What follows belongs to an exercise in optimizing a design on an open flow for small area, a short achievable clock period and few clock cycles per item; a production flow would make more cautious choices. RTL that was checked went through simulation tests only; none was proved equivalent to the original. Function not checked in run 1: the RTL went through the layout flow alone.

$ cat flow/config.mk
export PLATFORM = sky130hd
export DESIGN_NAME = gradient_row_span_generator
export DESIGN_NICKNAME = gradient_row_span_generator
export VERILOG_FILES = /design/flow/design.v
export SDC_FILE = /design/flow/constraint.sdc
export NUM_CORES = 4
export LEC_CHECK = 0
export CAP_MARGIN = 20
export CORE_MARGIN = 2
export CORE_UTILIZATION = 40
export SETUP_SLACK_MARGIN = 3
export SLEW_MARGIN = 20
$ cat flow/constraint.sdc
create_clock -name core_clock -period 8.5 [get_ports {clk_i}]
set_input_delay 1.7000 -clock core_clock [delete_from_list [all_inputs] [get_ports {clk_i}]]
set_output_delay 1.7000 -clock core_clock [all_outputs]
set_load 0.01 [all_outputs]
$ cat flow/design.v
module gradient_row_span_generator #(
  parameter int unsigned FbMaxDim = 8192
) (
  input  logic          clk_i,
  input  logic          rst_ni,
  input  logic          s_axis_tvalid,
  output logic          s_axis_tready,
  input  logic [127:0]  s_axis_tdata,
  output logic          m_axis_tvalid,
  input  logic          m_axis_tready,
  output logic [63:0]   m_axis_tdata,
  output logic          m_axis_tuser,
  input  logic          cfg_we_i,
  input  logic [1:0]    cfg_idx_i,
  input  logic [13:0]   cfg_wdata_i
);
  logic [13:0] fbw_q, fbh_q, str_q;
  logic [13:0] wsat;
  assign wsat = (cfg_wdata_i > 14'(FbMaxDim)) ? 14'(FbMaxDim) : cfg_wdata_i;
  always_ff @(posedge clk_i or negedge rst_ni) begin
    if (!rst_ni) begin
      fbw_q <= 14'd640;
      fbh_q <= 14'd480;
      str_q <= 14'd640;
    end else if (cfg_we_i) begin
      if (cfg_idx_i == 2'd0) fbw_q <= wsat;
      if (cfg_idx_i == 2'd1) fbh_q <= wsat;
      if (cfg_idx_i == 2'd2) str_q <= wsat;
    end
  end
  logic [7:2]  vld_q;
  logic        k_vld_q;
  logic [64:0] f_q, k_q;
  logic        adv;
  assign adv           = !k_vld_q;
  assign s_axis_tready = adv;
  assign m_axis_tvalid = k_vld_q || vld_q[7];
  assign {m_axis_tuser, m_axis_tdata} = k_vld_q ? k_q : f_q;
  always_ff @(posedge clk_i or negedge rst_ni) begin
    if (!rst_ni) begin
      vld_q   <= '0;
      k_vld_q <= 1'b0;
    end else begin
      if (adv) vld_q <= {vld_q[6:2], s_axis_tvalid};
      if (!k_vld_q) k_vld_q <= vld_q[7] && !m_axis_tready;
      else if (m_axis_tready) k_vld_q <= 1'b0;
    end
  end
  always_ff @(posedge clk_i) begin
    if (!k_vld_q) k_q <= f_q;
  end
  logic signed [15:0] in_x, in_y, in_w, in_h;
  logic [14:0] in_j;
  logic [23:0] in_c0, in_c1;
  assign in_x  = s_axis_tdata[15:0];
  assign in_y  = s_axis_tdata[31:16];
  assign in_w  = s_axis_tdata[47:32];
  assign in_h  = s_axis_tdata[63:48];
  assign in_c0 = s_axis_tdata[87:64];
  assign in_c1 = s_axis_tdata[111:88];
  assign in_j  = s_axis_tdata[126:112];
  logic [16:0] s0_py, s0_xe;
  logic        s0_vis, s0_xe_ge;
  logic [14:0] s0_nd;
  logic [23:0] s0_mag;
  logic [2:0]  s0_neg;
  always_comb begin
    s0_py    = {in_y[15], in_y} + {2'b00, in_j};
    s0_xe    = {in_x[15], in_x} + {in_w[15], in_w};
    s0_xe_ge = !s0_xe[16] && (s0_xe[15:13] != 3'd0);
    s0_vis   = !in_h[15] && (in_j < in_h[14:0])            
            && (s0_py[16:13] == 4'd0)                       
            && !s0_xe[16] && (s0_xe[15:0] != 16'd0)         
            && (in_x[15] || (in_x[14:13] == 2'd0));         
    s0_nd    = (in_h[14:0] == 15'd1) ? 15'h7fff : (15'd1 - in_h[14:0]);
    for (int c = 0; c < 3; c++) begin
      s0_neg[c] = in_c1[8*c +: 8] < in_c0[8*c +: 8];
      s0_mag[8*c +: 8] = s0_neg[c] ? (in_c0[8*c +: 8] - in_c1[8*c +: 8])
                                   : (in_c1[8*c +: 8] - in_c0[8*c +: 8]);
    end
  end
  logic        r2_vis, r2_xe_ge;
  logic [12:0] r2_py, r2_x0, r2_xe;
  logic [14:0] r2_j, r2_nd;
  logic [23:0] r2_c0, r2_mag;
  logic [2:0]  r2_neg;
  always_ff @(posedge clk_i) begin
    if (adv) begin
      r2_vis   <= s0_vis;
      r2_xe_ge <= s0_xe_ge;
      r2_py    <= s0_py[12:0];
      r2_x0    <= in_x[15] ? 13'd0 : in_x[12:0];
      r2_xe    <= s0_xe[12:0];
      r2_j     <= in_j;
      r2_nd    <= s0_nd;
      r2_c0    <= in_c0;
      r2_mag   <= s0_mag;
      r2_neg   <= s0_neg;
    end
  end
  logic [13:0] s2_x1;
  logic [14:0] s2_l;
  logic        s2_vis;
  logic [2:0][22:0] s2_n;
  logic [16:0] s2_n3d;
    always_comb begin
    s2_x1  = (r2_xe_ge || ({1'b0, r2_xe} > fbw_q)) ? fbw_q : {1'b0, r2_xe};
    s2_l   = {1'b0, s2_x1} - {2'b00, r2_x0};
    s2_vis = r2_vis && !s2_l[14] && (s2_l[13:0] != 14'd0) && ({1'b0, r2_py} < fbh_q);
    for (int c = 0; c < 3; c++) s2_n[c] = r2_mag[8*c +: 8] * r2_j;
    s2_n3d = {2'b11, r2_nd} + {1'b1, r2_nd, 1'b0};           
  end
  logic [19:0] s2_plo, s2_phi;
  assign s2_plo = 20'(r2_py * str_q[6:0]) + 20'(r2_x0);
  assign s2_phi = 20'(r2_py * str_q[13:7]);
  logic        r3_vis;
  logic [13:0] r3_len;
  logic [19:0] r3_plo, r3_phi;
  logic [2:0][22:0] r3_n;
  logic [23:0] r3_c0;
  logic [2:0]  r3_neg;
  logic [14:0] r3_nd;
  logic [16:0] r3_n3d;
  always_ff @(posedge clk_i) begin
    if (adv) begin
      r3_vis <= s2_vis;
      r3_len <= s2_vis ? s2_l[13:0] : 14'd0;
      r3_plo <= s2_plo;
      r3_phi <= s2_phi;
      r3_n   <= s2_n;
      r3_c0  <= r2_c0;
      r3_neg <= r2_neg;
      r3_nd  <= r2_nd;
      r3_n3d <= s2_n3d;
    end
  end
  logic [25:0] s3_addr;
  assign s3_addr = r3_vis ? (26'(r3_plo) + {r3_phi[18:0], 7'd0}) : 26'd0;
  logic [2:0][20:0] s3_rem;
  logic [2:0][1:0]  s3_q;
  for (genvar c = 0; c < 3; c++) begin : g_d3
    grsg_r4_step #(.K(3)) u_step (
      .rem_i (r3_n[c]), .nd_i (r3_nd), .n3d_i (r3_n3d), .rem_o (s3_rem[c]), .q_o (s3_q[c])
    );
  end
  logic        r4_vis;
  logic [13:0] r4_len;
  logic [25:0] r4_addr;
  logic [2:0][20:0] r4_rem;
  logic [2:0][1:0]  r4_q;
  logic [23:0] r4_c0;
  logic [2:0]  r4_neg;
  logic [14:0] r4_nd;
  logic [16:0] r4_n3d;
  always_ff @(posedge clk_i) begin
    if (adv) begin
      r4_vis  <= r3_vis;
      r4_len  <= r3_len;
      r4_addr <= s3_addr;
      r4_rem  <= s3_rem;
      r4_q    <= s3_q;
      r4_c0   <= r3_c0;
      r4_neg  <= r3_neg;
      r4_nd   <= r3_nd;
      r4_n3d  <= r3_n3d;
    end
  end
  logic [2:0][18:0] s4_rem;
  logic [2:0][1:0]  s4_q;
  for (genvar c = 0; c < 3; c++) begin : g_d2
    grsg_r4_step #(.K(2)) u_step (
      .rem_i (r4_rem[c]), .nd_i (r4_nd), .n3d_i (r4_n3d), .rem_o (s4_rem[c]), .q_o (s4_q[c])
    );
  end
  logic        r5_vis;
  logic [13:0] r5_len;
  logic [25:0] r5_addr;
  logic [2:0][18:0] r5_rem;
  logic [2:0][3:0]  r5_q;
  logic [23:0] r5_c0;
  logic [2:0]  r5_neg;
  logic [14:0] r5_nd;
  logic [16:0] r5_n3d;
  always_ff @(posedge clk_i) begin
    if (adv) begin
      r5_vis  <= r4_vis;
      r5_len  <= r4_len;
      r5_addr <= r4_addr;
      r5_rem  <= s4_rem;
      for (int c = 0; c < 3; c++) r5_q[c] <= {r4_q[c], s4_q[c]};
      r5_c0   <= r4_c0;
      r5_neg  <= r4_neg;
      r5_nd   <= r4_nd;
      r5_n3d  <= r4_n3d;
    end
  end
  logic [2:0][16:0] s5_rem;
  logic [2:0][1:0]  s5_q;
  for (genvar c = 0; c < 3; c++) begin : g_d1
    grsg_r4_step #(.K(1)) u_step (
      .rem_i (r5_rem[c]), .nd_i (r5_nd), .n3d_i (r5_n3d), .rem_o (s5_rem[c]), .q_o (s5_q[c])
    );
  end
  logic        r6_vis;
  logic [13:0] r6_len;
  logic [25:0] r6_addr;
  logic [2:0][16:0] r6_rem;
  logic [2:0][5:0]  r6_q;
  logic [23:0] r6_c0;
  logic [2:0]  r6_neg;
  logic [14:0] r6_nd;
  logic [16:0] r6_n3d;
  always_ff @(posedge clk_i) begin
    if (adv) begin
      r6_vis  <= r5_vis;
      r6_len  <= r5_len;
      r6_addr <= r5_addr;
      r6_rem  <= s5_rem;
      for (int c = 0; c < 3; c++) r6_q[c] <= {r5_q[c], s5_q[c]};
      r6_c0   <= r5_c0;
      r6_neg  <= r5_neg;
      r6_nd   <= r5_nd;
      r6_n3d  <= r5_n3d;
    end
  end
  logic [2:0][14:0] s6_rem_unused;
  logic [2:0][1:0]  s6_q;
  logic [23:0]      s6_col;
  for (genvar c = 0; c < 3; c++) begin : g_d0
    grsg_r4_step #(.K(0)) u_step (
      .rem_i (r6_rem[c]), .nd_i (r6_nd), .n3d_i (r6_n3d), .rem_o (s6_rem_unused[c]), .q_o (s6_q[c])
    );
    assign s6_col[8*c +: 8] = r6_neg[c] ? (r6_c0[8*c +: 8] - {r6_q[c], s6_q[c]})
                                        : (r6_c0[8*c +: 8] + {r6_q[c], s6_q[c]});
  end
  always_ff @(posedge clk_i) begin
    if (adv) f_q <= {r6_vis, r6_vis ? s6_col : 24'd0, r6_len, r6_addr};
  end
endmodule
module grsg_r4_step #(
  parameter int K = 0
) (
  input  logic [2*K+16:0] rem_i,
  input  logic [14:0]     nd_i,
  input  logic [16:0]     n3d_i,
  output logic [2*K+14:0] rem_o,
  output logic [1:0]      q_o
);
  logic [16:0] hi;
  logic [17:0] t1, t2, t3;
  logic [14:0] hi_o;
  assign hi = rem_i[2*K+16 : 2*K];
  assign t1 = {1'b0, hi} + {3'b111, nd_i};
  assign t2 = {1'b0, hi} + {2'b11, nd_i, 1'b0};
  assign t3 = {1'b0, hi} + {1'b1, n3d_i};
  always_comb begin
    if (!t3[17])      begin q_o = 2'd3; hi_o = t3[14:0]; end
    else if (!t2[17]) begin q_o = 2'd2; hi_o = t2[14:0]; end
    else if (!t1[17]) begin q_o = 2'd1; hi_o = t1[14:0]; end
    else              begin q_o = 2'd0; hi_o = hi[14:0]; end
  end
  if (K > 0) begin : g_lo
    assign rem_o = {hi_o, rem_i[2*K-1:0]};
  end else begin : g_nolo
    assign rem_o = hi_o;
  end
endmodule
$ cat flow/run.sh
#!/bin/bash
# synth_recipe.tcl (not shown) runs the flow's synth.tcl, then flattens the netlist and writes it again
# the make line also repeats each setting of config.mk as NAME=value (left out here)
make -C /OpenROAD-flow-scripts/flow DESIGN_CONFIG=/design/flow/config.mk WORK_HOME=/design/flow/orfs CLKGATE_MAP_FILE= SYNTH_SCRIPT=/design/flow/synth_recipe.tcl finish
==> results of run 1 <==
[metal layers]
layer / wire, um / track usage [%] / share of wire (%)
met4: 9410 / 8.93 / 4.5
met3: 9920 / 2.59 / 4.7
met5: 13 / 0 / 0.0062
met1: 96200 / 27.9 / 46
met2: 94100 / 32.7 / 45
[what timing repair did]
| item | CTS | global route |
|---|---|---|
| setup buffers | 42 | 34 |
| pin swaps | 0 | 1 |
| resized for setup | 5 | 24 |
| setup endpoints to repair | 16 | 31 |
| endpoints found under the hold margin | 0 | 0 |
| cloned | 0 | 0 |
[stage by stage]
| step | cells | setup slack, ns | utilization (%) | hold WS [ns] |
|---|---|---|---|---|
| floorplan | 7591 | -5.70 | - | 0.400 |
| global placement | 10317 | 2.65 | 42.8 | 0.401 |
| detailed placement | 10317 | 2.66 | 42.8 | 0.405 |
| CTS | 10563 | 3.00 | 44.9 | 0.401 |
| global route | 10599 | 2.89 | 45.1 | 0.402 |
| finish | 10600 | 3.17 | 45.1 | 0.402 |
[cells by family after synthesis]
logic type / count (synthesis) / synth area share [%]
muxes: 270 / 3.66
and+or+nand+nor: 2019 / 12.5
AOI/OAI and AO/OA: 1597 / 13.1
xor gates and xnor gates: 478 / 5.29
adders and majority gates: 1327 / 24.7
DFF: 986 / 36.3
buffers and inverters: 914 / 4.41
[cells in the final DEF (no fill, tap or decap), drive strengths merged, types with 93 or more instances in the layout]
master / netlist / final
o21a: 110 / 110
nand3: 93 / 93
nand2b: 105 / 105
mux2i: 111 / 111
xnor2: 314 / 314
inv: 734 / 745
mux2: 159 / 159
nor2: 379 / 379
ha: 932 / 932
clkdlybuf4s50: 0 / 213
and2: 357 / 357
fa: 395 / 395
o21ai: 390 / 390
a21oi: 408 / 408
edfxtp: 872 / 872
nor2b: 124 / 124
buf: 34 / 128
nand2: 626 / 626
a21o: 158 / 158
nor3: 125 / 125
clkbuf: 144 / 135
xor2: 164 / 164
[final cells by class]
class | count | area (sq um) | share of cell area, %
timing repair buffer | 341 | 3210 | 3.61
multi-input combinational | 5691 | 47100 | 53.0
antenna | 2 | 5.00 | 0.00563
clock buffer | 135 | 2990 | 3.37
clock inverter | 69 | 778 | 0.876
tap | 2640 | 3300 | 3.72
sequential | 986 | 28700 | 32.3
inverter | 736 | 2770 | 3.11
[state kept, by name, indices dropped and copies added, names as in the netlist, 26 cells and up]
register	cells
r4_rem	63
r6_addr	26
r5_rem	57
k_q	65
r4_addr	26
r3_n	69
r6_rem	51
f_q	65
r5_addr	26
[final timing paths]
check,to,slack (ns),cells after the start
min,r5_len[11]$_DFFE_PN_,0.40,0
min in group asynchronous,str_q[12]$_DFFE_PN0P_,1.07,2
max in group asynchronous,k_vld_q$_DFF_PN0_,6.85,2
max reg2reg,r3_n[21]$_DFFE_PN_,3.17,17
max,r3_n[21]$_DFFE_PN_,3.17,17
min reg2reg,r5_len[11]$_DFFE_PN_,0.40,0
[critical path, stage by stage, from the launching register on]
cell	delay, ns
edfxtp_1	0.51
buf_4	0.21
and2_1	0.16
fa_1	0.40
fa_1	0.49
inv_1	0.05
fa_1	0.54
inv_1	0.05
fa_1	0.43
ha_1	0.33
o21ai_0	0.13
a21boi_0	0.28
o21ai_0	0.22
a221oi_2	0.39
a221o_1	0.29
a211oi_1	0.12
or4b_1	0.51
nand3_1	0.10
==> out/results.ini, run 1 <==
[synth]
yosysTopAreaCell = edfxtp_1
synth.area.top_cells = edfxtp_1, ha_1, fa_1
syn_nets = 9067
synth.most_common_cell = ha_1
yosys_register_bits = 986
synth.cell_area_sq_um = 79200
synthTopCellsByCount = ha_1, edfxtp_1, inv_1
yosysSeqAreaShare_pct = 36.3
synth_top_area_share_pct = 33.1
async_reset_ff_share_pct = 4.97
syn_inst = 7591
ys_warn_count = 5
synth_edf_count = 872
synthFlopType = edfxtp_1
synth.distinct_cells = 95
synth.avg_cell_area_sq_um = 10.4

[worst_setup_path]
worstSetupPathType = reg2reg
reg2reg_from = r2_mag[3]$_DFFE_PN_
end_kind = flop
path_max_fanout = 5
crit_start = r2_mag[3]$_DFFE_PN_
cp-start-kind = flop
cp.required_ns = 9.13
critPathArrivalTime_ns = 5.96

[timing]
hold_violations = 0
rsz0062_at_grt = yes
slew_viol_final = 0
worstMarginPinSlew_ns = 1.12
slew_headroom_pct = 24.8
period_needed_ns = 5.33
skew_ns = 0.0336
final.setup.tns_ns = 0
fin_crit_sh_pct = 62.7
fmax_mhz = 188
finalSetupViolations = 0

[floorplan]
die_w_um = 449
rows = 163
start_util_pct = 40.2
die_h_um = 449
die_area_sq_um = 202000
num_io_pins = 216
coreArea_sq_um = 197000

[clock_network]
cts_sinks = 986
cts_root_buffer = clkbuf_16
htreeDepth = 3
clk_pin_slew_ns = 0.07
cts_tree = done
clk_path_buf_depth = 3
clk_latency_ns = 0.77
holdBufCountCts = 0
cts_made_buffers = 109

[route]
vias = 56675
postRouteAntennaNets = 0
drt_iter0_markers = 3414
drc = 0
drt-pass1-iter-count = 5
wl_per_cell_um = 19.8
vias_per_cell = 5.35
drt_wl_total_um = 210000

[cells_and_area]
design_area_sq_um = 88900
fillerInstances = 18234
syn_to_final_growth_pct = 12.2
nets = 9341
drive_gt1_share_pct = 7.19

[hold_path]
hp-start = r4_len[11]$_DFFE_PN_
holdCritPathClass = reg2reg

[grt]
grt_pass1_wl_um = 323000
grt_overflow = 0
grt_pass1_vias = 56553
grt_max_degree = 172
grt_usage_pct = 20.5
antenna_found_initial = 15

[placed_design]
place_hpwl_um = 161000
dpl_cell_area_sq_um = 84300
port-buffer-count = 214
globalplace.congestion = 0.930

[outcome]
outcome = no timing/DRC/antenna violations

[job]
cap_viol_max_count = 0

==> run 2, diff against run 1 <==
--- a/flow/design.v
+++ b/flow/design.v
@@ -1 +1,116 @@
+module grsg_cmul (
+  input  logic [7:0]  mag_i,
+  input  logic [14:0] j_i,
+  input  logic [16:0] j3_i,
+  output logic [22:0] p_o
+);
+  logic [3:0][22:0] row;
+  logic [22:0]      s1, c1, s2, c2;
+  for (genvar k = 0; k < 4; k++) begin : g_row
+    logic [16:0] sel;
+    always_comb begin
+      case (mag_i[2*k +: 2])
+        2'd0: sel = 17'd0;
+        2'd1: sel = {2'b00, j_i};
+        2'd2: sel = {1'b0, j_i, 1'b0};
+        default: sel = j3_i;
+      endcase
+    end
+    assign row[k] = 23'(sel) << (2 * k);
+  end
+  assign s1  = row[0] ^ row[1] ^ row[2];
+  assign c1  = 23'({(row[0] & row[1]) | (row[0] & row[2]) | (row[1] & row[2]), 1'b0});
+  assign s2  = s1 ^ c1 ^ row[3];
+  assign c2  = 23'({(s1 & c1) | (s1 & row[3]) | (c1 & row[3]), 1'b0});
+  assign p_o = s2 + c2;
+endmodule
+module grsg_amul (
+  input  logic [12:0] py_i,
+  input  logic [12:0] x0_i,
+  input  logic [13:0] s_i,
+  input  logic [15:0] s3_i,
+  output logic [20:0] lo_o,
+  output logic [17:0] hi_o
+);
+  logic [6:0][15:0] sel;
+  for (genvar k = 0; k < 7; k++) begin : g_sel
+    logic [1:0] dg;
+    assign dg = (k == 6) ? {1'b0, py_i[12]} : py_i[2*k +: 2];
+    always_comb begin
+      case (dg)
+        2'd0: sel[k] = 16'd0;
+        2'd1: sel[k] = {2'b00, s_i};
+        2'd2: sel[k] = {1'b0, s_i, 1'b0};
+        default: sel[k] = s3_i;
+      endcase
+    end
+  end
+  logic [20:0] l0, l1, l2, l3, l4, ls1, lc1, ls2, lc2, ls3, lc3;
+  assign l0  = 21'(sel[0]);
+  assign l1  = 21'(sel[1]) << 2;
+  assign l2  = 21'(sel[2]) << 4;
+  assign l3  = 21'(sel[3]) << 6;
+  assign l4  = 21'(x0_i);
+  assign ls1 = l0 ^ l1 ^ l2;
+  assign lc1 = 21'({(l0 & l1) | (l0 & l2) | (l1 & l2), 1'b0});
+  assign ls2 = ls1 ^ lc1 ^ l3;
+  assign lc2 = 21'({(ls1 & lc1) | (ls1 & l3) | (lc1 & l3), 1'b0});
+  assign ls3 = ls2 ^ lc2 ^ l4;
+  assign lc3 = 21'({(ls2 & lc2) | (ls2 & l4) | (lc2 & l4), 1'b0});
+  assign lo_o = ls3 + lc3;
+  logic [17:0] h0, h1, h2, hs, hc;
+  assign h0   = 18'(sel[4]);
+  assign h1   = 18'(sel[5]) << 2;
+  assign h2   = 18'(sel[6]) << 4;
+  assign hs   = h0 ^ h1 ^ h2;
+  assign hc   = 18'({(h0 & h1) | (h0 & h2) | (h1 & h2), 1'b0});
+  assign hi_o = hs + hc;
+endmodule
+module grsg_r4_step #(
+  parameter int B = 0
+) (
+  input  logic [B+16:0] rem_i,
+  input  logic [14:0]   nd_i,
+  input  logic [16:0]   n3d_i,
+  output logic [B+14:0] rem_o,
+  output logic [1:0]    q_o
+);
+  logic [16:0] hi;
+  logic [17:0] t1, t2, t3;
+  logic [14:0] hi_o;
+  assign hi = rem_i[B+16 : B];
+  assign t1 = {1'b0, hi} + {3'b111, nd_i};           
+  assign t2 = {1'b0, hi} + {2'b11, nd_i, 1'b0};      
+  assign t3 = {1'b0, hi} + {1'b1, n3d_i};            
+  always_comb begin
+    if (!t3[17])      begin q_o = 2'd3; hi_o = t3[14:0]; end
+    else if (!t2[17]) begin q_o = 2'd2; hi_o = t2[14:0]; end
+    else if (!t1[17]) begin q_o = 2'd1; hi_o = t1[14:0]; end
+    else              begin q_o = 2'd0; hi_o = hi[14:0]; end
+  end
+  if (B > 0) begin : g_lo
+    assign rem_o = {hi_o, rem_i[B-1:0]};
+  end else begin : g_nolo
+    assign rem_o = hi_o;
+  end
+endmodule
+module grsg_r2_step #(
+  parameter int B = 0
+) (
+  input  logic [B+15:0] rem_i,
+  input  logic [14:0]   nd_i,
+  output logic [B+14:0] rem_o,
+  output logic          q_o
+);
+  logic [15:0] hi;
+  logic [16:0] t;
+  assign hi  = rem_i[B+15 : B];
+  assign t   = {1'b0, hi} + {2'b11, nd_i};           
+  assign q_o = !t[16];
+  if (B > 0) begin : g_lo
+    assign rem_o = {q_o ? t[14:0] : hi[14:0], rem_i[B-1:0]};
+  end else begin : g_nolo
+    assign rem_o = q_o ? t[14:0] : hi[14:0];
+  end
+endmodule
 module gradient_row_span_generator #(
@@ -17,2 +132,3 @@
   logic [13:0] fbw_q, fbh_q, str_q;
+  logic [15:0] str3_q;                  
   logic [13:0] wsat;
@@ -24,2 +140,3 @@
       str_q <= 14'd640;
+      str3_q <= 16'd1920;
     end else if (cfg_we_i) begin
@@ -27,3 +144,6 @@
       if (cfg_idx_i == 2'd1) fbh_q <= wsat;
-      if (cfg_idx_i == 2'd2) str_q <= wsat;
+      if (cfg_idx_i == 2'd2) begin
+        str_q  <= wsat;
+        str3_q <= {2'b00, wsat} + {1'b0, wsat, 1'b0};
+      end
     end
@@ -64,2 +184,3 @@
   logic [14:0] s0_nd;
+  logic [16:0] s0_j3;
   logic [23:0] s0_mag;
@@ -75,2 +196,3 @@
     s0_nd    = (in_h[14:0] == 15'd1) ? 15'h7fff : (15'd1 - in_h[14:0]);
+    s0_j3    = {2'b00, in_j} + {1'b0, in_j, 1'b0};
     for (int c = 0; c < 3; c++) begin
@@ -84,2 +206,3 @@
   logic [14:0] r2_j, r2_nd;
+  logic [16:0] r2_j3;
   logic [23:0] r2_c0, r2_mag;
@@ -95,2 +218,3 @@
       r2_nd    <= s0_nd;
+      r2_j3    <= s0_j3;
       r2_c0    <= in_c0;
@@ -109,11 +233,16 @@
     s2_vis = r2_vis && !s2_l[14] && (s2_l[13:0] != 14'd0) && ({1'b0, r2_py} < fbh_q);
-    for (int c = 0; c < 3; c++) s2_n[c] = r2_mag[8*c +: 8] * r2_j;
     s2_n3d = {2'b11, r2_nd} + {1'b1, r2_nd, 1'b0};           
   end
-  logic [19:0] s2_plo, s2_phi;
-  assign s2_plo = 20'(r2_py * str_q[6:0]) + 20'(r2_x0);
-  assign s2_phi = 20'(r2_py * str_q[13:7]);
+  for (genvar c = 0; c < 3; c++) begin : g_cmul
+    grsg_cmul u_cmul (.mag_i (r2_mag[8*c +: 8]), .j_i (r2_j), .j3_i (r2_j3), .p_o (s2_n[c]));
+  end
+  logic [20:0] s2_plo;
+  logic [17:0] s2_phi;
+  grsg_amul u_amul (
+    .py_i (r2_py), .x0_i (r2_x0), .s_i (str_q), .s3_i (str3_q), .lo_o (s2_plo), .hi_o (s2_phi)
+  );
   logic        r3_vis;
   logic [13:0] r3_len;
-  logic [19:0] r3_plo, r3_phi;
+  logic [20:0] r3_plo;
+  logic [17:0] r3_phi;
   logic [2:0][22:0] r3_n;
@@ -137,3 +266,3 @@
   logic [25:0] s3_addr;
-  assign s3_addr = r3_vis ? (26'(r3_plo) + {r3_phi[18:0], 7'd0}) : 26'd0;
+  assign s3_addr = r3_vis ? (26'(r3_plo) + {r3_phi, 8'd0}) : 26'd0;
   logic [2:0][20:0] s3_rem;
@@ -141,3 +270,3 @@
   for (genvar c = 0; c < 3; c++) begin : g_d3
-    grsg_r4_step #(.K(3)) u_step (
+    grsg_r4_step #(.B(6)) u_step (
       .rem_i (r3_n[c]), .nd_i (r3_nd), .n3d_i (r3_n3d), .rem_o (s3_rem[c]), .q_o (s3_q[c])
@@ -170,3 +299,3 @@
   for (genvar c = 0; c < 3; c++) begin : g_d2
-    grsg_r4_step #(.K(2)) u_step (
+    grsg_r4_step #(.B(4)) u_step (
       .rem_i (r4_rem[c]), .nd_i (r4_nd), .n3d_i (r4_n3d), .rem_o (s4_rem[c]), .q_o (s4_q[c])
@@ -199,3 +328,3 @@
   for (genvar c = 0; c < 3; c++) begin : g_d1
-    grsg_r4_step #(.K(1)) u_step (
+    grsg_r4_step #(.B(2)) u_step (
       .rem_i (r5_rem[c]), .nd_i (r5_nd), .n3d_i (r5_n3d), .rem_o (s5_rem[c]), .q_o (s5_q[c])
@@ -229,7 +358,20 @@
   for (genvar c = 0; c < 3; c++) begin : g_d0
-    grsg_r4_step #(.K(0)) u_step (
+    logic [7:0] base, inc, c1, c2, c3;
+    grsg_r4_step #(.B(0)) u_step (
       .rem_i (r6_rem[c]), .nd_i (r6_nd), .n3d_i (r6_n3d), .rem_o (s6_rem_unused[c]), .q_o (s6_q[c])
     );
-    assign s6_col[8*c +: 8] = r6_neg[c] ? (r6_c0[8*c +: 8] - {r6_q[c], s6_q[c]})
-                                        : (r6_c0[8*c +: 8] + {r6_q[c], s6_q[c]});
+    assign inc  = r6_neg[c] ? 8'hff : 8'h01;
+    assign base = r6_neg[c] ? (r6_c0[8*c +: 8] - {r6_q[c], 2'b00})
+                            : (r6_c0[8*c +: 8] + {r6_q[c], 2'b00});
+    assign c1   = base + inc;
+    assign c2   = base + {inc[6:0], 1'b0};
+    assign c3   = c1 + {inc[6:0], 1'b0};
+    always_comb begin
+      case (s6_q[c])
+        2'd0: s6_col[8*c +: 8] = base;
+        2'd1: s6_col[8*c +: 8] = c1;
+        2'd2: s6_col[8*c +: 8] = c2;
+        default: s6_col[8*c +: 8] = c3;
+      endcase
+    end
   end
@@ -238,30 +380,2 @@
   end
-endmodule
-module grsg_r4_step #(
-  parameter int K = 0
-) (
-  input  logic [2*K+16:0] rem_i,
-  input  logic [14:0]     nd_i,
-  input  logic [16:0]     n3d_i,
-  output logic [2*K+14:0] rem_o,
-  output logic [1:0]      q_o
-);
-  logic [16:0] hi;
-  logic [17:0] t1, t2, t3;
-  logic [14:0] hi_o;
-  assign hi = rem_i[2*K+16 : 2*K];
-  assign t1 = {1'b0, hi} + {3'b111, nd_i};
-  assign t2 = {1'b0, hi} + {2'b11, nd_i, 1'b0};
-  assign t3 = {1'b0, hi} + {1'b1, n3d_i};
-  always_comb begin
-    if (!t3[17])      begin q_o = 2'd3; hi_o = t3[14:0]; end
-    else if (!t2[17]) begin q_o = 2'd2; hi_o = t2[14:0]; end
-    else if (!t1[17]) begin q_o = 2'd1; hi_o = t1[14:0]; end
-    else              begin q_o = 2'd0; hi_o = hi[14:0]; end
-  end
-  if (K > 0) begin : g_lo
-    assign rem_o = {hi_o, rem_i[2*K-1:0]};
-  end else begin : g_nolo
-    assign rem_o = hi_o;
-  end
 endmodule
--- a/flow/config.mk
+++ b/flow/config.mk
@@ -10,3 +10,3 @@
 export CORE_UTILIZATION = 40
-export SETUP_SLACK_MARGIN = 3
+export SETUP_SLACK_MARGIN = 4
 export SLEW_MARGIN = 20
==> run 2 against run 1 <==
  * Sequential share of layout area increased by 0.28 points
  * Core utilization grew 1.5 points
  * Still clean on timing, DRC and antenna
  * Hold slack worse by 0.0040 ns
  * Maximum frequency rose by 11%
  * Via count rose by 3.4%
  * Synthesized cell count is 3.0% lower
  * Critical endpoint is now r3_vis$_DFFE_PN_
  * Cell area is 2.1% higher
  * Cell count decreased by 1.8%
  * Register-to-register slack improved by 0.54 ns
  * Clock skew is 0.052 ns higher
==> out/results.ini, run 2 <==
[clock_network]
clk_pin_slew_ns = 0.07  ; about the same
cts_made_buffers = 111  ; was 109
cts_sinks = 1017  ; was 986
htreeDepth = 3  ; unchanged
holdBufCountCts = 0  ; unchanged
cts_tree = done  ; unchanged
clk_path_buf_depth = 3  ; unchanged
clk_latency_ns = 0.80  ; was 0.77 ns
cts_root_buffer = clkbuf_16  ; unchanged

[timing]
fin_crit_sh_pct = 56.3  ; was 62.7%
worstMarginPinSlew_ns = 1.17  ; was 1.12 ns
period_needed_ns = 4.79  ; was 5.33 ns
rsz0062_at_grt = yes  ; unchanged
fmax_mhz = 209  ; was 188 MHz
setup_ws_ns = 3.71  ; was 3.17 ns
slew_headroom_pct = 22.2  ; was 24.8%
hold_violations = 0  ; unchanged
slew_viol_final = 0  ; unchanged
finalSetupViolations = 0  ; unchanged
skew_ns = 0.0859  ; was 0.0336 ns
holdWs_ns = 0.398  ; was 0.402 ns

[floorplan]
coreArea_sq_um = 195000  ; was 197000 sq um
die_w_um = 446  ; was 449 um
die_area_sq_um = 199000  ; was 202000 sq um
start_util_pct = 40.2  ; about the same
num_io_pins = 216  ; unchanged
die_h_um = 446  ; was 449 um
rows = 162  ; was 163

[cells_and_area]
final_cell_mix = edfxtp_1, ha_1, a21oi_1, inv_1, nor2_1  ; was ha_1, edfxtp_1, inv_1, nand2_1, a21oi_1
top_regs = r3_n x69, f_q x65, k_q x65  ; unchanged
fillerInstances = 17654  ; was 18234
top_register = r3_n  ; unchanged
largest_reg_flops = 69  ; unchanged
nets = 9009  ; was 9341
design_area_sq_um = 90700  ; was 88900 sq um
final_common_cell = edfxtp_1  ; was ha_1
syn_to_final_growth_pct = 16.1  ; was 12.2%
drive_gt1_share_pct = 15.0  ; was 7.19%

[worst_setup_path]
cpMostUsedCell = a21oi_2  ; was fa_1
cp_slowest_cell = dfstp_2  ; was fa_1
critPathArrivalTime_ns = 5.31  ; was 5.96 ns
worst_path_largest_cell_delay_ns = 0.56  ; was 0.54 ns
worstSetupPathType = reg2reg  ; unchanged
end_kind = flop  ; unchanged
path_max_fanout = 8  ; was 5
cp-start-kind = flop  ; unchanged
crit_family = compound AO/OA/AOI/OAI gates  ; was adder cells
cp.required_ns = 9.02  ; was 9.13 ns
critPathBufInv = 5  ; was 3

[synth]
synth.cell_area_sq_um = 78200  ; was 79200 sq um
synth.area.top_cells = edfxtp_1, ha_1, mux2_2  ; was edfxtp_1, ha_1, fa_1
synthTopCellsByCount = ha_1, edfxtp_1, a21oi_1  ; was ha_1, edfxtp_1, inv_1
syn_nets = 8610  ; was 9067
yosysTopAreaCell = edfxtp_1  ; unchanged
synthFlopType = edfxtp_1  ; unchanged
synth_edf_count = 888  ; was 872
syn_inst = 7365  ; was 7591
synth.avg_cell_area_sq_um = 10.6  ; was 10.4 sq um
yosysSeqAreaShare_pct = 37.9  ; was 36.3%
synth.distinct_cells = 97  ; was 95
ys_warn_count = 7  ; was 5
synth_top_area_share_pct = 34.1  ; was 33.1%
synth.most_common_cell = ha_1  ; unchanged
async_reset_ff_share_pct = 6.29  ; was 4.97%
yosys_register_bits = 1017  ; was 986

[placed_design]
place_hpwl_um = 163000  ; was 161000 um
dpl_cell_area_sq_um = 83100  ; was 84300 sq um
place_ws_ns = 2.40  ; was 2.66 ns
globalplace.congestion = 0.922  ; was 0.930
port-buffer-count = 214  ; unchanged

[job]
cap_viol_max_count = 0  ; unchanged

[route]
drt-pass1-iter-count = 5  ; unchanged
drt_wl_total_um = 221000  ; was 210000 um
vias = 58591  ; was 56675
drt_iter0_markers = 4163  ; was 3414
drc = 0  ; unchanged
vias_per_cell = 5.63  ; was 5.35
postRouteAntennaNets = 0  ; unchanged
wl_per_cell_um = 21.2  ; was 19.8 um

[grt]
grt_overflow = 0  ; unchanged
grt_pass1_vias = 57542  ; was 56553
grt_pass1_wl_um = 334000  ; was 323000 um
grt_usage_pct = 21.6  ; was 20.5%
antenna_found_initial = 17  ; was 15
grt_max_degree = 198  ; was 172

[outcome]
outcome = no timing/DRC/antenna violations  ; unchanged

[hold_path]
holdCritPathClass = reg2reg  ; unchanged

==> run 2: through the flow <==
| step | setup TNS (ns) | cells | util [%] |
|---|---|---|---|
| 5_1_grt | 0 | 10407 | 46.6 |
| 3_5_place_dp | 0 | 9939 | 42.7 |
| 6_report | 0 | 10408 | 46.6 |
| 2_1_floorplan | -5279.77 | 7365 | - |
| 4_1_cts | 0 | 10311 | 45.9 |
| 3_3_place_gp | 0 | 9939 | 42.7 |
==> run 2: final cells by class <==
cell class / count / area [sq um] / share of cell area [%]
flip-flops and latches: 1017 / 29600 / 32.6
multi-input cells: 5668 / 47400 / 52.3
clock inverters: 71 / 846 / 0.932
clock buffers: 138 / 3060 / 3.37
repair buffers: 532 / 4960 / 5.47
diodes: 6 / 15.0 / 0.0165
inverters: 434 / 1640 / 1.80
well taps: 2542 / 3180 / 3.51
==> run 2: layer usage <==
layer / share of wire [%] / track usage (%) / vias up
li1: - / - / 28224
met4: 4.4 / 9.41 / 4
met3: 5.6 / 2.87 / 410
met1: 45 / 29.1 / 28292
met2: 45 / 34.6 / 1661
met5: 0.012 / 0 / -
==> run 2: final timing paths <==
| check | start | endpoint | slack [ns] | cells past startpoint |
|---|---|---|---|---|
| min | r5_q[6]$_DFFE_PN_ | r6_q[10]$_DFFE_PN_ | 0.40 | 0 |
| max in group asynchronous | rst_ni | k_vld_q$_DFF_PN0_ | 6.63 | 2 |
| min in group asynchronous | rst_ni | fbw_q[2]$_DFFE_PN0P_ | 1.10 | 2 |
| max reg2reg | fbw_q[7]$_DFFE_PN1P_ | r3_vis$_DFFE_PN_ | 3.71 | 27 |
| max | fbw_q[7]$_DFFE_PN1P_ | r3_vis$_DFFE_PN_ | 3.71 | 27 |
| min reg2reg | r5_q[6]$_DFFE_PN_ | r6_q[10]$_DFFE_PN_ | 0.40 | 0 |
==> run 2: logic make-up (layout without fill, tap and decap cells) <==
kind of cell | count (synthesis) | in the layout | share of synthesized area, %
AOI/OAI and AO/OA | 1950 | 1950 | 16.6
xor gates and xnor gates | 533 | 533 | 5.97
adders and majority gates | 1096 | 1096 | 19.3
buffers and inverters | 680 | 1175 | 3.32
DFF | 1017 | 1017 | 37.9
muxes | 503 | 503 | 7.07
other | 0 | 6 | 0
and+or+nand+nor | 1586 | 1586 | 9.87
==> run 2: repair_timing <==
item                       in CTS  in global routing
gates resized for setup       197                142
pin swaps                      76                109
setup endpoints to repair     159                 58
buffers inserted              161                 89
gates cloned                    2                  2
==> run 2: worst register-to-register path, cell delays in order (launching register included) <==
cell and delay (ns):
dfstp_2 0.56, inv_2 0.05, ha_4 0.21, a21o_1 0.15, a21o_1 0.16, a21oi_2 0.11, nor2b_1 0.06, o21ai_1 0.14
nand2b_1 0.08, a21oi_2 0.12, o21ai_1 0.09, a21oi_2 0.16, buf_6 0.14, buf_4 0.12, mux2i_2 0.23, fa_2 0.28
nor2b_4 0.05, o21ai_2 0.16, a21boi_1 0.08, o21a_1 0.20, o31a_1 0.30, a21bo_2 0.23, a31oi_4 0.16, nor2b_2 0.08
o311ai_4 0.25, buf_4 0.18, buf_12 0.13, a41oi_2 0.04
Testbench counts of run 2, summed over its fixed seeds: cycles 16,048, items 16,000.
==> run 3, diff against run 2 <==
--- a/flow/design.v
+++ b/flow/design.v
@@ -32,3 +32,3 @@
   output logic [20:0] lo_o,
-  output logic [17:0] hi_o
+  output logic [19:0] hi_o
 );
@@ -47,3 +47,3 @@
   end
-  logic [20:0] l0, l1, l2, l3, l4, ls1, lc1, ls2, lc2, ls3, lc3;
+  logic [20:0] l0, l1, l2, l3, ls1, lc1, ls2, lc2;
   assign l0  = 21'(sel[0]);
@@ -51,4 +51,3 @@
   assign l2  = 21'(sel[2]) << 4;
-  assign l3  = 21'(sel[3]) << 6;
-  assign l4  = 21'(x0_i);
+  assign l3  = 21'(x0_i);
   assign ls1 = l0 ^ l1 ^ l2;
@@ -57,12 +56,13 @@
   assign lc2 = 21'({(ls1 & lc1) | (ls1 & l3) | (lc1 & l3), 1'b0});
-  assign ls3 = ls2 ^ lc2 ^ l4;
-  assign lc3 = 21'({(ls2 & lc2) | (ls2 & l4) | (lc2 & l4), 1'b0});
-  assign lo_o = ls3 + lc3;
-  logic [17:0] h0, h1, h2, hs, hc;
-  assign h0   = 18'(sel[4]);
-  assign h1   = 18'(sel[5]) << 2;
-  assign h2   = 18'(sel[6]) << 4;
-  assign hs   = h0 ^ h1 ^ h2;
-  assign hc   = 18'({(h0 & h1) | (h0 & h2) | (h1 & h2), 1'b0});
-  assign hi_o = hs + hc;
+  assign lo_o = ls2 + lc2;
+  logic [19:0] h0, h1, h2, h3, hs1, hc1, hs2, hc2;
+  assign h0   = 20'(sel[3]);
+  assign h1   = 20'(sel[4]) << 2;
+  assign h2   = 20'(sel[5]) << 4;
+  assign h3   = 20'(sel[6]) << 6;
+  assign hs1  = h0 ^ h1 ^ h2;
+  assign hc1  = 20'({(h0 & h1) | (h0 & h2) | (h1 & h2), 1'b0});
+  assign hs2  = hs1 ^ hc1 ^ h3;
+  assign hc2  = 20'({(hs1 & hc1) | (hs1 & h3) | (hc1 & h3), 1'b0});
+  assign hi_o = hs2 + hc2;
 endmodule
@@ -140,3 +140,2 @@
       str_q <= 14'd640;
-      str3_q <= 16'd1920;
     end else if (cfg_we_i) begin
@@ -144,8 +143,9 @@
       if (cfg_idx_i == 2'd1) fbh_q <= wsat;
-      if (cfg_idx_i == 2'd2) begin
-        str_q  <= wsat;
-        str3_q <= {2'b00, wsat} + {1'b0, wsat, 1'b0};
-      end
+      if (cfg_idx_i == 2'd2) str_q <= wsat;
     end
   end
+  always_ff @(posedge clk_i or negedge rst_ni) begin
+    if (!rst_ni) str3_q <= 16'd1920;
+    else         str3_q <= {2'b00, str_q} + {1'b0, str_q, 1'b0};
+  end
   logic [7:2]  vld_q;
@@ -193,3 +193,2 @@
             && (s0_py[16:13] == 4'd0)                       
-            && !s0_xe[16] && (s0_xe[15:0] != 16'd0)         
             && (in_x[15] || (in_x[14:13] == 2'd0));         
@@ -215,3 +214,3 @@
       r2_x0    <= in_x[15] ? 13'd0 : in_x[12:0];
-      r2_xe    <= s0_xe[12:0];
+      r2_xe    <= s0_xe[16] ? 13'd0 : s0_xe[12:0];
       r2_j     <= in_j;
@@ -224,4 +223,3 @@
   end
-  logic [13:0] s2_x1;
-  logic [14:0] s2_l;
+  logic [14:0] s2_l, s2_lw, s2_le;
   logic        s2_vis;
@@ -230,4 +228,5 @@
     always_comb begin
-    s2_x1  = (r2_xe_ge || ({1'b0, r2_xe} > fbw_q)) ? fbw_q : {1'b0, r2_xe};
-    s2_l   = {1'b0, s2_x1} - {2'b00, r2_x0};
+    s2_lw  = {1'b0, fbw_q} - {2'b00, r2_x0};
+    s2_le  = {2'b00, r2_xe} - {2'b00, r2_x0};
+    s2_l   = (r2_xe_ge || ({1'b0, r2_xe} > fbw_q)) ? s2_lw : s2_le;
     s2_vis = r2_vis && !s2_l[14] && (s2_l[13:0] != 14'd0) && ({1'b0, r2_py} < fbh_q);
@@ -239,3 +238,3 @@
   logic [20:0] s2_plo;
-  logic [17:0] s2_phi;
+  logic [19:0] s2_phi;
   grsg_amul u_amul (
@@ -246,3 +245,3 @@
   logic [20:0] r3_plo;
-  logic [17:0] r3_phi;
+  logic [19:0] r3_phi;
   logic [2:0][22:0] r3_n;
@@ -255,3 +254,3 @@
       r3_vis <= s2_vis;
-      r3_len <= s2_vis ? s2_l[13:0] : 14'd0;
+      r3_len <= s2_l[13:0];
       r3_plo <= s2_plo;
@@ -266,3 +265,3 @@
   logic [25:0] s3_addr;
-  assign s3_addr = r3_vis ? (26'(r3_plo) + {r3_phi, 8'd0}) : 26'd0;
+  assign s3_addr = 26'(r3_plo) + {r3_phi, 6'd0};
   logic [2:0][20:0] s3_rem;
@@ -367,3 +366,3 @@
     assign c2   = base + {inc[6:0], 1'b0};
-    assign c3   = c1 + {inc[6:0], 1'b0};
+    assign c3   = base + (r6_neg[c] ? 8'hfd : 8'h03);
     always_comb begin
@@ -378,3 +377,3 @@
   always_ff @(posedge clk_i) begin
-    if (adv) f_q <= {r6_vis, r6_vis ? s6_col : 24'd0, r6_len, r6_addr};
+    if (adv) f_q <= r6_vis ? {1'b1, s6_col, r6_len, r6_addr} : 65'd0;
   end
--- a/flow/config.mk
+++ b/flow/config.mk
@@ -10,3 +10,3 @@
 export CORE_UTILIZATION = 40
-export SETUP_SLACK_MARGIN = 4
+export SETUP_SLACK_MARGIN = 3
 export SLEW_MARGIN = 20
==> run 3 against run 2 <==
  * Register-to-register slack got worse by 0.30 ns
  * Largest cell class unchanged
  * Still clean on timing, DRC and antenna
  * Wire length fell by 1.2%
  * Critical path type unchanged
==> out/results.ini, run 3 <==
[route]
drt-pass1-iter-count = 5  ; unchanged
vias_per_cell = 5.59  ; was 5.63
drc = 0  ; unchanged
postRouteAntennaNets = 0  ; unchanged
drt_iter0_markers = 4180  ; was 4163
drt_wl_total_um = 219000  ; was 221000 um
vias = 58020  ; was 58591
wl_per_cell_um = 21.1  ; was 21.2 um

[synth]
synth_edf_count = 890  ; was 888
synthTopCellsByCount = ha_1, edfxtp_1, nor2_1  ; was ha_1, edfxtp_1, a21oi_1
syn_nets = 8739  ; was 8610
synth_top_area_share_pct = 33.8  ; was 34.1%
ys_warn_count = 7  ; unchanged
synthFlopType = edfxtp_1  ; unchanged
synth.distinct_cells = 108  ; was 97
yosysTopAreaCell = edfxtp_1  ; unchanged
syn_inst = 7490  ; was 7365
synth.most_common_cell = ha_1  ; unchanged
yosysSeqAreaShare_pct = 37.6  ; was 37.9%
synth.cell_area_sq_um = 79000  ; was 78200 sq um
async_reset_ff_share_pct = 6.37  ; was 6.29%
synth.area.top_cells = edfxtp_1, ha_1, mux2_2  ; unchanged
synth.avg_cell_area_sq_um = 10.5  ; was 10.6 sq um
yosys_register_bits = 1020  ; was 1017

[clock_network]
cts_made_buffers = 111  ; unchanged
cts_sinks = 1020  ; was 1017
cts_tree = done  ; unchanged
cts_root_buffer = clkbuf_16  ; unchanged
clk_pin_slew_ns = 0.06  ; was 0.07 ns
htreeDepth = 3  ; unchanged
clk_path_buf_depth = 3  ; unchanged
clk_latency_ns = 0.81  ; was 0.80 ns

[timing]
final.setup.tns_ns = 0  ; unchanged
period_needed_ns = 5.09  ; was 4.79 ns
skew_ns = 0.0815  ; was 0.0859 ns
holdWs_ns = 0.381  ; was 0.398 ns
slew_headroom_pct = 27.1  ; was 22.2%
fmax_mhz = 196  ; was 209 MHz
slew_viol_final = 0  ; unchanged
finalSetupViolations = 0  ; unchanged
rsz0062_at_grt = no  ; was yes
hold_violations = 0  ; unchanged
fin_crit_sh_pct = 59.9  ; was 56.3%
worstMarginPinSlew_ns = 1.09  ; was 1.17 ns
setup_ws_ns = 3.41  ; was 3.71 ns

[cells_and_area]
multi_input_area_sq_um = 46900  ; was 47400 sq um
top_register = r3_n  ; unchanged
seq_area_sq_um = 29700  ; was 29600 sq um
final_common_cell = ha_1  ; was edfxtp_1
final_cells = 10378  ; was 10408
largest_reg_flops = 69  ; unchanged
fillerInstances = 18199  ; was 17654
top_regs = r3_n x69, f_q x65, k_q x65  ; unchanged
final_cell_mix = ha_1, edfxtp_1, nor2_1, a21oi_1  ; was edfxtp_1, ha_1, a21oi_1, inv_1, nor2_1
nets = 8884  ; was 9009
drive_gt1_share_pct = 8.73  ; was 15.0%
syn_to_final_growth_pct = 11.3  ; was 16.1%

[placed_design]
placedCellCount = 10157  ; was 9939
place_hpwl_um = 169000  ; was 163000 um
place_ws_ns = 2.97  ; was 2.40 ns
globalplace.congestion = 0.918  ; was 0.922
port-buffer-count = 214  ; unchanged

[job]
cap_viol_max_count = 0  ; unchanged

[worst_setup_path]
worstSetupPathType = reg2reg  ; unchanged
critPathBufInv = 2  ; was 5
cp.required_ns = 9.03  ; was 9.02 ns
crit_family = compound AO/OA/AOI/OAI gates  ; unchanged
crit_path_cell_trace = buf_4, nor2b_2, a22oi_1, fa_1, inv_1, ha_1, ha_1, a21o_1, a21oi_1, o21bai_1, o31ai_1, o21ai_1, o41ai_1, o2111ai_1, a21oi_1, xnor2_1
worst_path_largest_cell_delay_ns = 0.64  ; was 0.56 ns
reg2reg_slack_ns = 3.41  ; was 3.71 ns
path_max_fanout = 21  ; was 8
critPathArrivalTime_ns = 5.62  ; was 5.31 ns
end_kind = flop  ; unchanged
cp_slowest_cell = nor2b_2  ; was dfstp_2
cp-start-kind = flop  ; unchanged

[grt]
grt_max_degree = 169  ; was 198
grt_usage_pct = 21.4  ; was 21.6%
grt_pass1_wl_um = 335000  ; was 334000 um
grt_overflow = 0  ; unchanged
met1_usage_pct = 30.5  ; was 29.1%
grt_busiest_layer = met2  ; unchanged
antenna_found_initial = 10  ; was 17
gr-usage-met2_pct = 33.5  ; was 34.6%
grt_pass1_vias = 56622  ; was 57542
gr-usage-met3_pct = 2.36  ; was 2.87%

[floorplan]
rows = 163  ; was 162
num_io_pins = 216  ; unchanged
die_w_um = 448  ; was 446 um
die_h_um = 448  ; was 446 um
die_area_sq_um = 201000  ; was 199000 sq um
coreArea_sq_um = 197000  ; was 195000 sq um
start_util_pct = 40.1  ; was 40.2%

[outcome]
outcome = no timing/DRC/antenna violations  ; unchanged

[hold_path]
holdCritPathClass = reg2reg  ; unchanged

==> run 3: cell types whose count changed after synthesis, moves of 21 or more <==
cell      previous run  this run
a21oi_1            469       418
a22o_1             183       220
and2_1              67        88
inv_1              433       406
mux2_2             380       336
mux2i_1            114        93
nor2_1             408       448
o211ai_1            56       104
o21a_1              83       118
o21ai_0            337       312
o21bai_1            80        48
o22ai_1              9        32
==> run 3: stage by stage <==
| stage | utilization, % | instance area, sq um |
|---|---|---|
| after global placement | 42.7 | 84000 |
| after CTS | 44.6 | 87800 |
| after detailed placement | 42.7 | 84000 |
| after global routing | 44.7 | 87900 |
| final | 44.7 | 87900 |
| after floorplan | - | 79000 |
==> run 3: area by class of cell <==
class	instances	area share [%]
diodes	7	0.0199
clock buffers	134	3.36
clock inverters	75	0.932
inverters	407	1.74
multi-input cells	5808	53.3
flip-flops and latches	1020	33.8
well taps	2640	3.76
repair buffers	287	3.10
==> run 3: path summary, 6_finish.rpt <==
path                                    start              endpoint  cells past startpoint
max                        r2_py[9]$_DFFE_PN_  r3_phi[19]$_DFFE_PN_                     16
max in group asynchronous              rst_ni     k_vld_q$_DFF_PN0_                      2
max reg2reg                r2_py[9]$_DFFE_PN_  r3_phi[19]$_DFFE_PN_                     16
min reg2reg                  r4_vis$_DFFE_PN_      r5_vis$_DFFE_PN_                      0
min                          r4_vis$_DFFE_PN_      r5_vis$_DFFE_PN_                      0
min in group asynchronous              rst_ni  fbw_q[1]$_DFFE_PN0P_                      2
==> run 3: routing by layer <==
metal  share of wire, %  vias to the layer above
met1                 47                    27882
met2                 44                     1466
met5             0.0059                        -
li1                   -                    28324
met3                5.1                      346
met4                3.7                        2
==> run 3: cells by family (layout without fill, tap and decap cells) <==
logic type | Yosys count | count (layout) | synth area share [%]
AOI/OAI and AO/OA | 2045 | 2045 | 17.6
and+or+nand+nor | 1694 | 1694 | 10.5
adders and majority gates | 1100 | 1100 | 19.2
DFF | 1020 | 1020 | 37.6
buffers and inverters | 662 | 903 | 3.18
xor gates and xnor gates | 527 | 527 | 5.85
muxes | 442 | 442 | 6.15
other | 0 | 7 | 0
==> run 3: repair_timing <==
item                                    in CTS  in global routing
cloned                                       0                  0
hold buffers                                 0                  0
gates resized for setup                      1                  3
buffers inserted                             0                  5
endpoints found under the setup margin       1                  8
Testbench counts of run 3, summed over its fixed seeds: cycles 16,048, items 16,000.
==> run 4, diff against run 3 <==
--- a/flow/config.mk
+++ b/flow/config.mk
@@ -10,3 +10,5 @@
 export CORE_UTILIZATION = 40
-export SETUP_SLACK_MARGIN = 3
+export CTS_BUF_LIST = sky130_fd_sc_hd__clkbuf_4 sky130_fd_sc_hd__clkbuf_8
+export SETUP_SLACK_MARGIN = 4
 export SLEW_MARGIN = 20
+export TNS_END_PERCENT = 20
==> run 4 against run 3 <==
  * Cell count up 2.2%
  * Die area unchanged
  * Register-to-register slack better by 0.66 ns
  * Via count up 1.8%
  * Core utilization up 0.72 points
  * Global-route usage up 0.50 points
  * Maximum frequency up 15%
  * Clock-buffer cell count up 102
  * Sequential cell count unchanged
  * Highest routed layer unchanged
==> out/results.ini, run 4 <==
[cells_and_area]
final_cell_mix = ha_1, edfxtp_1, nor2_1, a21oi_1, nand2_1  ; was ha_1, edfxtp_1, nor2_1, a21oi_1
syn_to_final_growth_pct = 13.1  ; was 11.3%
nets = 9055  ; was 8884
final_common_cell = ha_1  ; unchanged
drive_gt1_share_pct = 11.7  ; was 8.73%
largest_reg_flops = 69  ; unchanged
top_regs = r3_n x69, f_q x65, k_q x65  ; unchanged
top_register = r3_n  ; unchanged

[clock_network]
clk_latency_ns = 0.99  ; was 0.81 ns
cts_made_buffers = 179  ; was 111
clk_path_buf_depth = 3  ; unchanged
holdBufCountCts = 0  ; unchanged
cts_sinks = 1020  ; unchanged
clk_pin_slew_ns = 0.06  ; about the same
cts_tree = done  ; unchanged
htreeDepth = 4  ; was 3
cts_root_buffer = clkbuf_8  ; was clkbuf_16

[floorplan]
rows = 163  ; unchanged
die_area_sq_um = 201000  ; unchanged
start_util_pct = 40.1  ; unchanged
coreArea_sq_um = 197000  ; unchanged
die_w_um = 448  ; unchanged
die_h_um = 448  ; unchanged
num_io_pins = 216  ; unchanged

[route]
vias_per_cell = 5.57  ; was 5.59
postRouteAntennaNets = 0  ; unchanged
drt_wl_total_um = 224000  ; was 219000 um
wl_per_cell_um = 21.1  ; about the same
drt_iter0_markers = 4514  ; was 4180
vias = 59090  ; was 58020
drt-pass1-iter-count = 5  ; unchanged
drc = 0  ; unchanged

[synth]
synthFlopType = edfxtp_1  ; unchanged
synth.area.top_cells = edfxtp_1, ha_1, mux2_2  ; unchanged
syn_inst = 7490  ; unchanged
synth.distinct_cells = 108  ; unchanged
ys_warn_count = 7  ; unchanged
synth_top_area_share_pct = 33.8  ; unchanged
synthTopCellsByCount = ha_1, edfxtp_1, nor2_1  ; unchanged
yosysTopAreaCell = edfxtp_1  ; unchanged
async_reset_ff_share_pct = 6.37  ; unchanged
syn_nets = 8739  ; unchanged
synth.cell_area_sq_um = 79000  ; unchanged
yosys_register_bits = 1020  ; unchanged
synth.avg_cell_area_sq_um = 10.5  ; unchanged
yosysSeqAreaShare_pct = 37.6  ; unchanged
synth_edf_count = 890  ; unchanged
synth.most_common_cell = ha_1  ; unchanged

[worst_setup_path]
crit_path_cell_trace = mux2_2, a22o_1, ha_1, fa_1, ha_1, a21o_1, a21oi_1, nor2b_1, o21a_1, o21ai_1, nor2b_1, o21a_1, o41ai_1, xnor2_1  ; was buf_4, nor2b_2, a22oi_1, fa_1, inv_1, ha_1, ha_1, a21o_1, a21oi_1, o21bai_1, o31ai_1, o21ai_1, o41ai_1, o2111ai_1, a21oi_1, xnor2_1
cp_slowest_cell = dfrtp_1  ; was nor2b_2
crit_family = compound AO/OA/AOI/OAI gates  ; unchanged
worstSetupPathType = reg2reg  ; unchanged
end_kind = flop  ; unchanged
critPathBufInv = 0  ; was 2
critPathArrivalTime_ns = 5.07  ; was 5.62 ns
cp-start-kind = flop  ; unchanged
reg2reg_slack_ns = 4.07  ; was 3.41 ns
cp.required_ns = 9.13  ; was 9.03 ns
path_max_fanout = 16  ; was 21
worst_path_largest_cell_delay_ns = 0.63  ; was 0.64 ns

[timing]
fmax_mhz = 226  ; was 196 MHz
setup_ws_ns = 4.07  ; was 3.41 ns
final.setup.tns_ns = 0  ; unchanged
period_needed_ns = 4.43  ; was 5.09 ns
rsz0062_at_grt = yes  ; was no
fin_crit_sh_pct = 52.2  ; was 59.9%
finalSetupViolations = 0  ; unchanged
skew_ns = 0.0769  ; was 0.0815 ns
slew_viol_final = 0  ; unchanged
slew_headroom_pct = 27.3  ; was 27.1%
worstMarginPinSlew_ns = 1.09  ; about the same
hold_violations = 0  ; unchanged

[job]
cap_viol_max_count = 0  ; unchanged

[placed_design]
place_hpwl_um = 169000  ; unchanged
place_ws_ns = 2.97  ; unchanged
port-buffer-count = 214  ; unchanged
globalplace.congestion = 0.918  ; unchanged

[hold_path]
holdCritPathClass = reg2reg  ; unchanged

[grt]
grt_pass1_wl_um = 341000  ; was 335000 um
grt_pass1_vias = 57691  ; was 56622
antenna_found_initial = 10  ; unchanged
grt_usage_pct = 21.9  ; was 21.4%
grt_overflow = 0  ; unchanged
grt_max_degree = 169  ; unchanged

[outcome]
outcome = no timing/DRC/antenna violations  ; unchanged

==> run 4: cell count changes in the layout (fill, tap and decap cells not counted), moves of 17 or more <==
cell and delta:
clkbuf_4 +50, clkinv_1 +27, buf_4 +74, clkbuf_16 -111
buf_12 +17, clkbuf_8 +181
==> run 4: per-layer routing <==
metal / vias up / global-route usage [%] / wire, um
li1: 28716 / - / -
met1: 28396 / 30.8 / 105000
met2: 1635 / 34.3 / 99600
met3: 341 / 2.87 / 11700
met4: 2 / 8.31 / 8030
met5: - / 0 / 10
==> run 4: per-stage QoR <==
step	cell area, sq um	hold slack [ns]	instances	utilization (%)
after floorplan	79000	0.400	7490	-
final	89300	0.374	10607	45.4
after global routing	89300	0.380	10601	45.4
after global placement	84000	0.400	10157	42.7
after CTS	88700	0.361	10557	45.0
after detailed placement	84000	0.405	10157	42.7
==> run 4: cell families (layout without fill, tap and decap cells) <==
kind of cell,Yosys count,in the layout,synth area share (%)
mux,442,442,6.15
fa+ha+maj,1100,1100,19.2
flops,1020,1020,37.6
compound gates,2045,2045,17.6
buf+inv,662,1130,3.18
simple gates,1694,1694,10.5
xor+xnor,527,527,5.85
other cells,0,9,0
==> run 4: final timing paths <==
path,from,depth (start not counted),end
max in group asynchronous,rst_ni,2,k_vld_q$_DFF_PN0_
worst max-delay path,str_q[3]$_DFFE_PN0P_,14,r3_plo[13]$_DFFE_PN_
min in group asynchronous,rst_ni,2,fbw_q[4]$_DFFE_PN0P_
worst max register to register,str_q[3]$_DFFE_PN0P_,14,r3_plo[13]$_DFFE_PN_
worst min-delay path,r4_addr[20]$_DFFE_PN_,0,r5_addr[20]$_DFFE_PN_
worst min register to register,r4_addr[20]$_DFFE_PN_,0,r5_addr[20]$_DFFE_PN_
==> run 4: layout make-up <==
cell class	instances	area [sq um]
Fill cell	18135	108000
Multi-Input combinational cell	5808	47100
Sequential cell	1020	29700
Timing Repair Buffer	388	3760
Tap cell	2640	3300
Clock buffer	236	2940
Inverter	407	1540
Clock inverter	97	931
Antenna cell	9	22.5
Timing Repair inverter	2	10.0
==> run 4: repair_timing <==
action,CTS,global route
endpoints found under the hold margin,0,0
cloned,2,2
pin swaps,3,10
endpoints found under the setup margin,117,45
gates resized for setup,41,48
setup buffers,65,39
==> run 5, diff against run 4 <==
--- a/flow/config.mk
+++ b/flow/config.mk
@@ -11,3 +11,3 @@
 export CTS_BUF_LIST = sky130_fd_sc_hd__clkbuf_4 sky130_fd_sc_hd__clkbuf_8
-export SETUP_SLACK_MARGIN = 4
+export SETUP_SLACK_MARGIN = 4.5
 export SLEW_MARGIN = 20
==> run 5 against run 4 <==
  * Non-clock buffer count up 179
  * Wire length rose by 3.2%
  * First-iteration DRC count shrank 2.0%
  * Global-route usage is 0.61 points higher
==> out/results.ini, run 5 <==
[route]
drc = 0  ; unchanged
wl_per_cell_um = 21.4  ; was 21.1 um
vias = 60157  ; was 59090
drt_iter0_markers = 4425  ; was 4514
drt-pass1-iter-count = 5  ; unchanged
vias_per_cell = 5.58  ; was 5.57
drt_wl_total_um = 231000  ; was 224000 um

[timing]
slew_headroom_pct = 27.6  ; was 27.3%
period_needed_ns = 4.17  ; was 4.43 ns
fin_crit_sh_pct = 49.1  ; was 52.2%
hold_violations = 0  ; unchanged
worstMarginPinSlew_ns = 1.08  ; was 1.09 ns

[synth]
synth.distinct_cells = 108  ; unchanged
yosys_register_bits = 1020  ; unchanged
async_reset_ff_share_pct = 6.37  ; unchanged
synth.area.top_cells = edfxtp_1, ha_1, mux2_2  ; unchanged
syn_nets = 8739  ; unchanged
synthTopCellsByCount = ha_1, edfxtp_1, nor2_1  ; unchanged
yosysTopAreaCell = edfxtp_1  ; unchanged
synth.avg_cell_area_sq_um = 10.5  ; unchanged
syn_inst = 7490  ; unchanged

[clock_network]
clk_pin_slew_ns = 0.06  ; about the same
htreeDepth = 4  ; unchanged
cts_tree = done  ; unchanged
cts_sinks = 1020  ; unchanged
cts_root_buffer = clkbuf_8  ; unchanged
clk_latency_ns = 0.99  ; about the same

[grt]
antenna_found_initial = 13  ; was 10
grt_usage_pct = 22.5  ; was 21.9%
gr-usage-met3_pct = 2.87  ; about the same
met1_usage_pct = 31.4  ; was 30.8%
grt_pass1_wl_um = 349000  ; was 341000 um
grt_max_degree = 169  ; unchanged
grt_pass1_vias = 58889  ; was 57691

[hold_path]
holdCritPathClass = reg2reg  ; unchanged

[worst_setup_path]
cp-start-kind = flop  ; unchanged
worstSetupPathType = reg2reg  ; unchanged

[cells_and_area]
final_cell_mix = edfxtp_1, ha_1, nor2_1, nand2_1, inv_1  ; was ha_1, edfxtp_1, nor2_1, a21oi_1, nand2_1
top_register = r3_n  ; unchanged
final_common_cell = edfxtp_1  ; was ha_1
multi_input_area_sq_um = 48200  ; was 47100 sq um
drive_gt1_share_pct = 16.4  ; was 11.7%
nets = 9236  ; was 9055

[outcome]
outcome = no timing/DRC/antenna violations  ; unchanged

[placed_design]
globalplace.congestion = 0.918  ; unchanged

[floorplan]
coreArea_sq_um = 197000  ; unchanged
die_area_sq_um = 201000  ; unchanged

run 5: cell counts after synthesis:
Identical to the previous run, type by type.
run 5: metrics by stage:
| step | cell area (sq um) | cells | TNS, ns | utilization, % |
|---|---|---|---|---|
| after floorplan | 79000 | 7490 | -5318.60 | - |
| after global placement | 84000 | 10157 | 0 | 42.7 |
| after detailed placement | 84000 | 10157 | 0 | 42.7 |
| after CTS | 90800 | 10700 | 0 | 46.2 |
| after global routing | 92100 | 10782 | 0 | 46.8 |
| final | 92100 | 10783 | 0 | 46.8 |
run 5: metal layers:
metal  share of wire, %  wire, um
met5              0.016        37
met4                4.0      9370
met3                5.2     12100
met2                 45    103000
met1                 46    107000
run 5: layout make-up:
cell class	count	share of cell area, %
clock buffers	236	3.19
inverters	407	1.68
clock inverters	97	1.01
flip-flops and latches	1020	32.2
well taps	2640	3.59
repair buffers	567	5.90
repair inverters	2	0.0109
multi-input cells	5810	52.4
diodes	4	0.0109
run 5: kinds of logic after synthesis:
kind of cell	count (synthesis)	share of synthesized area, %
XOR/XNOR	527	5.85
flip-flops	1020	37.6
adder cells (fa/ha/maj)	1100	19.2
AO/OA/AOI/OAI	2045	17.6
AND/OR/NAND/NOR	1694	10.5
multiplexers	442	6.15
buffers and inverters	662	3.18
run 5: critical path, stage by stage (launching register included):
cell      delay (ns)
edfxtp_1        0.48
buf_6           0.16
mux2_2          0.32
a22o_1          0.20
fa_1            0.56
fa_1            0.47
ha_4            0.20
or3_4           0.37
o221a_4         0.23
o21a_1          0.19
o21a_1          0.23
a41oi_2         0.25
nor2b_4         0.18
xnor2_1         0.06
run 5: timing repair:
| item | CTS | global route |
|---|---|---|
| pin swaps | 103 | 125 |
| gates resized for setup | 519 | 133 |
| hold endpoints to repair | 0 | 0 |
| buffers inserted | 197 | 76 |
| cloned | 13 | 3 |
| setup endpoints to repair | 537 | 248 |
| hold buffers | 0 | 0 |
run 5: worst paths after layout:
path	start	cells after the start	end
worst min register to register	r4_addr[20]$_DFFE_PN_	0	r5_addr[20]$_DFFE_PN_
worst max register to register	r2_mag[18]$_DFFE_PN_	13	r3_n[65]$_DFFE_PN_
max in group asynchronous	rst_ni	2	k_vld_q$_DFF_PN0_
min in group asynchronous	rst_ni	2	fbw_q[4]$_DFFE_PN0P_
worst min-delay path	r4_addr[20]$_DFFE_PN_	0	r5_addr[20]$_DFFE_PN_
worst max-delay path	r2_mag[18]$_DFFE_PN_	13	r3_n[65]$_DFFE_PN_

[port drivers added, routing unchanged]
No port has a modelled driver above. Below, the same layouts with a new extraction and two added sets of constraints.
Step 1 sets driving cells, clkbuf_16 on the clock port and buf_2 on the other inputs (assumed; they add their load-dependent delay and slew).
Step 2 also shifts input and output timing later by t, the mid clock arrival at the registers, as if the neighbouring blocks saw the same clock.
a / b / c = ideal / step 1 / step 2; a / b = the first two.
run | t (ns) | setup slack, ns | hold WS [ns] | clock arrival spread, ns
run 1 | 0.838 | 3.170 / 3.170 / 2.934 | 0.402 / 0.402 / 0.402 | 0.042 / 0.042
run 2 | 0.832 | 3.711 / 3.711 / 3.392 | 0.398 / 0.398 / 0.398 | 0.090 / 0.090
run 3 | 0.855 | 3.407 / 3.363 / 3.170 | 0.381 / 0.381 / 0.381 | 0.085 / 0.085
run 4 | 1.026 | 4.066 / 4.018 / 3.165 | 0.374 / 0.374 / 0.374 | 0.080 / 0.080
run 5 | 1.030 | 4.327 / 4.304 / 3.561 | 0.370 / 0.370 / 0.370 | 0.084 / 0.084
After both steps every run listed still meets setup and hold. For run 4, which loses most, drivers alone change the setup slack by -0.048 ns; drivers and shift together by -0.901 ns.
